This is an optimization exercise on Yosys and OpenROAD, whose aim is small area, a short achievable clock period and few clock cycles per item, not a production implementation. The RTL was checked by simulation tests, not by an equivalence proof against the original design. The clock port is modelled as an ideal driver, which makes a skipped or thinned clock tree look cheaper than it is; a real chip needs a root buffer or a tree. Power is estimated from default activity; no workload was simulated.

## cedar
## toy_language_char_tokenizer
module toy_language_char_tokenizer
(
   input  logic        clock,
   input  logic        reset,
   input  logic        req_valid,
   output logic        req_stall,
   input  logic [7:0]  req_char_in,
   input  logic        req_end_of_input,
   output logic        rsp_valid,
   input  logic        rsp_stall,
   output logic [4:0]  rsp_token_kind,
   output logic [4:0]  rsp_text_length,
   output logic [63:0] rsp_text_first,
   output logic [63:0] rsp_text_second,
   output logic        rsp_text_overflow,
   output logic        rsp_last_of_run
);
   typedef struct packed {
      logic       c_end;    
      logic       c_op;     
      logic       c_eq;     
      logic       c_let;    
      logic       c_dig;    
      logic       c_f;      
      logic       c_t;
      logic       c_e;
   } cls_t;
   function automatic logic [3:0] op_index(input logic [7:0] ch);
      case (ch)
         "-": op_index = 4'd1;
         "*": op_index = 4'd2;
         "/": op_index = 4'd3;
         "%": op_index = 4'd4;
         "<": op_index = 4'd5;
         ">": op_index = 4'd6;
         "!": op_index = 4'd7;
         "&": op_index = 4'd8;
         "|": op_index = 4'd9;
         "(": op_index = 4'd10;
         ")": op_index = 4'd11;
         "{": op_index = 4'd12;
         "}": op_index = 4'd13;
         ";": op_index = 4'd14;
         default: op_index = 4'd0;
      endcase
   endfunction
   function automatic cls_t classify(input logic [7:0] ch, input logic eoi);
      cls_t c;
      c        = '0;
      c.c_op   = (ch == "+") || (ch == "-") || (ch == "*") || (ch == "/") || (ch == "%")
                 || (ch == "<") || (ch == ">") || (ch == "!") || (ch == "&") || (ch == "|")
  ...
Size: roughly 660 cells after synthesis, roughly 190 flip-flops, ~0.0079 mm2 of cells after synthesis.
==> flow/config.mk <==
export PLATFORM = sky130hd
export DESIGN_NAME = toy_language_char_tokenizer
export DESIGN_NICKNAME = toy_language_char_tokenizer
export VERILOG_FILES = /design/flow/design.v
export SDC_FILE = /design/flow/constraint.sdc
export NUM_CORES = 4
export LEC_CHECK = 0
export ABC_CLOCK_PERIOD_IN_PS = 2200
export CAP_MARGIN = 20
export CORE_MARGIN = 2
export CORE_UTILIZATION = 65
export SETUP_SLACK_MARGIN = 3.45
export SLEW_MARGIN = 20
==> flow/constraint.sdc <==
create_clock -name core_clock -period 5.5 [get_ports {clock}]
set_input_delay 1.1000 -clock core_clock [delete_from_list [all_inputs] [get_ports {clock}]]
set_output_delay 1.1000 -clock core_clock [all_outputs]
set_load 0.01 [all_outputs]
standard.sh (not shown) runs the stock make flow with config.mk's settings and CLKGATE_MAP_FILE= SYNTH_SCRIPT=/design/flow/synth_recipe.tcl, a recipe that flattens the netlist after the stock synthesis.
==> flow/flow/run.sh <==
#!/bin/bash
# The standard layout with two changes: plain buffers (not delay cells) on the
# ports, and a two-level clock tree (four root buffers, ten leaf buffers, each
# driving a cluster of nearby flip-flops) in place of ORFS's clock tree, which
# has one level more. ORFS's own output is in standard_flow.log and orfs/logs.
set -euo pipefail
bash standard.sh \
  "BUFFER_PORTS_ARGS=-buffer_cell sky130_fd_sc_hd__buf_1" \
  "PRE_CTS_TCL=$PWD/flow/cts_hook.tcl" \
  finish > standard_flow.log 2>&1
==> flow/flow/cts_hook.tcl <==
# A two-level clock tree: the clock port drives four root buffers, each of
# which drives the leaf buffers of its part of the core; each leaf buffer
# drives a cluster of nearby flip-flops.
proc my_manual_cts {args} {
  set db [ord::get_db]
  set block [ord::get_db_block]
  set nleaf 10
  set leafm [$db findMaster sky130_fd_sc_hd__clkbuf_16]
  set rootm [$db findMaster sky130_fd_sc_hd__clkbuf_16]
  set clk_port_net [[$block findBTerm clock] getNet]
  set sinks {}
  set xs {}
  set ys {}
  foreach it [$clk_port_net getITerms] {
    lappend sinks $it
    set bb [[$it getInst] getBBox]
    lappend xs [expr {([$bb xMin] + [$bb xMax]) / 2.0}]
    lappend ys [expr {([$bb yMin] + [$bb yMax]) / 2.0}]
  }
  set n [llength $sinks]
  # k-means on the sink positions, seeded along a space-filling order
  set order [lsort -integer -indices [lmap x $xs y $ys {expr {int($y / 20000) * 1000000 + (int($y / 20000) % 2 ? -int($x) : int($x))}}]]
  set cx {}; set cy {}
  for {set k 0} {$k < $nleaf} {incr k} {
    set i [lindex $order [expr {int(($k + 0.5) * $n / $nleaf)}]]
    lappend cx [lindex $xs $i]; lappend cy [lindex $ys $i]
  }
  set cap [expr {int(ceil(1.15 * $n / $nleaf))}]
  for {set iter 0} {$iter < 30} {incr iter} {
    # balanced assignment: each sink to the nearest centre with room, farthest sinks first
    set cnt [lrepeat $nleaf 0]
    set asg [lrepeat $n -1]
    set pairs {}
    for {set i 0} {$i < $n} {incr i} {
      set best 1e30
      for {set k 0} {$k < $nleaf} {incr k} {
        set d [expr {abs([lindex $xs $i] - [lindex $cx $k]) + abs([lindex $ys $i] - [lindex $cy $k])}]
        if {$d < $best} { set best $d }
      }
      lappend pairs [list $i $best]
    }
    foreach p [lsort -real -decreasing -index 1 $pairs] {
      set i [lindex $p 0]
      set best 1e30; set bk -1
      for {set k 0} {$k < $nleaf} {incr k} {
        if {[lindex $cnt $k] >= $cap} continue
        set d [expr {abs([lindex $xs $i] - [lindex $cx $k]) + abs([lindex $ys $i] - [lindex $cy $k])}]
        if {$d < $best} { set best $d; set bk $k }
      }
      lset asg $i $bk
      lset cnt $bk [expr {[lindex $cnt $bk] + 1}]
    }
    set sx [lrepeat $nleaf 0.0]; set sy [lrepeat $nleaf 0.0]
    for {set i 0} {$i < $n} {incr i} {
      set k [lindex $asg $i]
      lset sx $k [expr {[lindex $sx $k] + [lindex $xs $i]}]
      lset sy $k [expr {[lindex $sy $k] + [lindex $ys $i]}]
    }
    for {set k 0} {$k < $nleaf} {incr k} {
      if {[lindex $cnt $k] > 0} {
        lset cx $k [expr {[lindex $sx $k] / [lindex $cnt $k]}]
        lset cy $k [expr {[lindex $sy $k] / [lindex $cnt $k]}]
      }
    }
  }
  set nroot 4
  # group the leaves into nroot groups by angle around the centre
  set mx 0.0; set my 0.0
  for {set k 0} {$k < $nleaf} {incr k} { set mx [expr {$mx + [lindex $cx $k]}]; set my [expr {$my + [lindex $cy $k]}] }
  set mx [expr {$mx / $nleaf}]; set my [expr {$my / $nleaf}]
  set ang {}
  for {set k 0} {$k < $nleaf} {incr k} { lappend ang [expr {atan2([lindex $cy $k] - $my, [lindex $cx $k] - $mx)}] }
  set ord [lsort -real -indices $ang]
  set leafnets {}
  for {set k 0} {$k < $nleaf} {incr k} { lappend leafnets {} }
  for {set r 0} {$r < $nroot} {incr r} {
    set members {}
    for {set q 0} {$q < $nleaf} {incr q} { if {$q * $nroot / $nleaf == $r} { lappend members [lindex $ord $q] } }
    set rx 0.0; set ry 0.0
    foreach k $members { set rx [expr {$rx + [lindex $cx $k]}]; set ry [expr {$ry + [lindex $cy $k]}] }
    set rx [expr {int($rx / [llength $members])}]; set ry [expr {int($ry / [llength $members])}]
    set root [odb::dbInst_create $block $rootm clkbuf_root_${r}_clock]
    $root setLocation $rx $ry
    $root setPlacementStatus PLACED
    set rootnet [odb::dbNet_create $block clknet_root_${r}_clock]
    $rootnet setSigType CLOCK
    [$root findITerm A] connect $clk_port_net
    [$root findITerm X] connect $rootnet
    foreach k $members {
      set leaf [odb::dbInst_create $block $leafm clkbuf_leaf_${k}_clock]
      $leaf setLocation [expr {int([lindex $cx $k])}] [expr {int([lindex $cy $k])}]
      $leaf setPlacementStatus PLACED
      set net [odb::dbNet_create $block clknet_leaf_${k}_clock]
      $net setSigType CLOCK
      [$leaf findITerm A] connect $rootnet
      [$leaf findITerm X] connect $net
      lset leafnets $k $net
    }
  }
  for {set i 0} {$i < $n} {incr i} {
    set it [lindex $sinks $i]
    $it disconnect
    $it connect [lindex $leafnets [lindex $asg $i]]
  }
  $clk_port_net setSigType CLOCK
  puts "my_manual_cts: $n sinks, $nleaf leaves of [$leafm getName], counts $cnt"
  set_propagated_clock [all_clocks]
}

# ORFS's cts.tcl calls clock_tree_synthesis right after this hook: build the
# two-level tree above in its place. Everything else in cts.tcl (placement
# legalisation, timing repair) runs as usual.
rename clock_tree_synthesis my_orfs_clock_tree_synthesis
proc clock_tree_synthesis {args} {
  my_manual_cts
}
cedar ran to completion and came out clean on the timing, design-rule and antenna checks.
Testbench counts of cedar, summed over its fixed seeds: cycles 25,414, items 24,000.
Input changes introduced in lagoon (baseline for comparison: cedar):
Settings: SETUP_SLACK_MARGIN: 3.45 -> 3.3; SLEW_MARGIN: 20 -> 0; CAP_MARGIN: 20 -> 0.
diff --git a/flow/flow/run.sh b/flow/flow/run.sh
--- a/flow/flow/run.sh
+++ b/flow/flow/run.sh
@@ -2,3 +2,3 @@
 # The standard layout with two changes: plain buffers (not delay cells) on the
-# ports, and a two-level clock tree (four root buffers, ten leaf buffers, each
+# ports, and a two-level clock tree (four root buffers, twelve leaf buffers, each
 # driving a cluster of nearby flip-flops) in place of ORFS's clock tree, which
diff --git a/flow/flow/cts_hook.tcl b/flow/flow/cts_hook.tcl
--- a/flow/flow/cts_hook.tcl
+++ b/flow/flow/cts_hook.tcl
@@ -6,4 +6,4 @@
   set block [ord::get_db_block]
-  set nleaf 10
-  set leafm [$db findMaster sky130_fd_sc_hd__clkbuf_16]
+  set nleaf 12
+  set leafm [$db findMaster sky130_fd_sc_hd__clkbuf_8]
   set rootm [$db findMaster sky130_fd_sc_hd__clkbuf_16]
==> run summary <==
| finished layout cell area | lower: lagoon |
Across both runs, global router's overall resource usage was lower for lagoon than for cedar.
Going from cedar to lagoon, period utilization saw an increase; clock insertion delay at the later pin of the skew report ~0 delta; minimum setup slack after placement now sits higher.
When lagoon is measured against cedar, its sequential share of layout area turns out 4.5 points higher.
Area used by multi-input combinational logic in lagoon is about 7% lower than in cedar
lagoon vs cedar on minimum hold slack: lagoon is the lower one.
Total power consumption of the routed design, lagoon and cedar: higher on cedar
The number of inserted diodes number comes out lower for lagoon vs cedar.
Setup changes, lagoon to yarrow
Settings: SLEW_MARGIN now 20, was 0; CAP_MARGIN now 20, was 0.
--- outcome ---
- From lagoon to yarrow, worst setup margin did not move at all.
- Comparing yarrow against lagoon, there is no change at all in core area.
- lagoon -> yarrow: post-CTS resize count delta 0, exact match
- On number of maximum-capacitance violations, lagoon and yarrow are neck and neck.
- Number of optimization iterations in the first detailed-route pass came out exactly the same in lagoon and yarrow.
Input-level comparison between xenon and yarrow:
Settings: SETUP_SLACK_MARGIN changed from 3.3 to 3.38.
Notes after the runs:
- xenon vs yarrow: total power consumption of the routed design up
- xenon reports a higher worst setup slack than yarrow does.
- On post-route met1 wirelength, the lower figure sits with yarrow, not xenon.
- xenon has completed all stages; timing, DRC and antenna checks passed.
- | wire length of the first global-routing pass | lower: yarrow |
- Taking yarrow as the reference, in xenon final clock period utilization by the worst path has decreased; total internal power saw an increase.
- Sum of buffers and inverters on the critical path: xenon vs yarrow up 1
- yarrow ended up with sky130_fd_sc_hd__edfxtp_1 as its cell with the largest stage delay on the worst path; xenon ended up with sky130_fd_sc_hd__and3_4.
- Power density over the cells ended up about 1.3% lower on xenon than on yarrow.
- xenon does worse than yarrow on final wirelength.
In every run of this note, the design's own scripts or RTL, not TritonCTS, make the clock network.

[what the ideal ports hide]
The results above use ideal ports. As a check the final layouts listed here were re-extracted and re-timed, cells and wires unchanged. Step 1 sets driving cells, clkbuf_16 on the clock port and buf_2 on the other inputs (assumed; they add their load-dependent delay and slew). Step 2 also shifts input and output timing later by t, the mid clock arrival at the registers, as if the neighbouring blocks saw the same clock. Three values: ideal, step 1, step 2; two values: the first two.
run	t (ns)	setup slack, ns	worst setup path after step 2	slew at the worst register clock pin (ns)
cedar	0.368	3.418 / 3.330 / 3.116	input to register	0.09 / 0.09
lagoon	0.370	3.340 / 3.246 / 3.060	input to register	0.11 / 0.11
yarrow	0.370	3.340 / 3.246 / 3.060	input to register	0.11 / 0.11
xenon	0.371	3.385 / 3.308 / 3.082	input to register	0.12 / 0.12
After both steps every run listed still meets setup and hold. The setup slack of xenon, which loses most, moves by -0.077 ns with the drivers and by -0.303 ns with both steps.
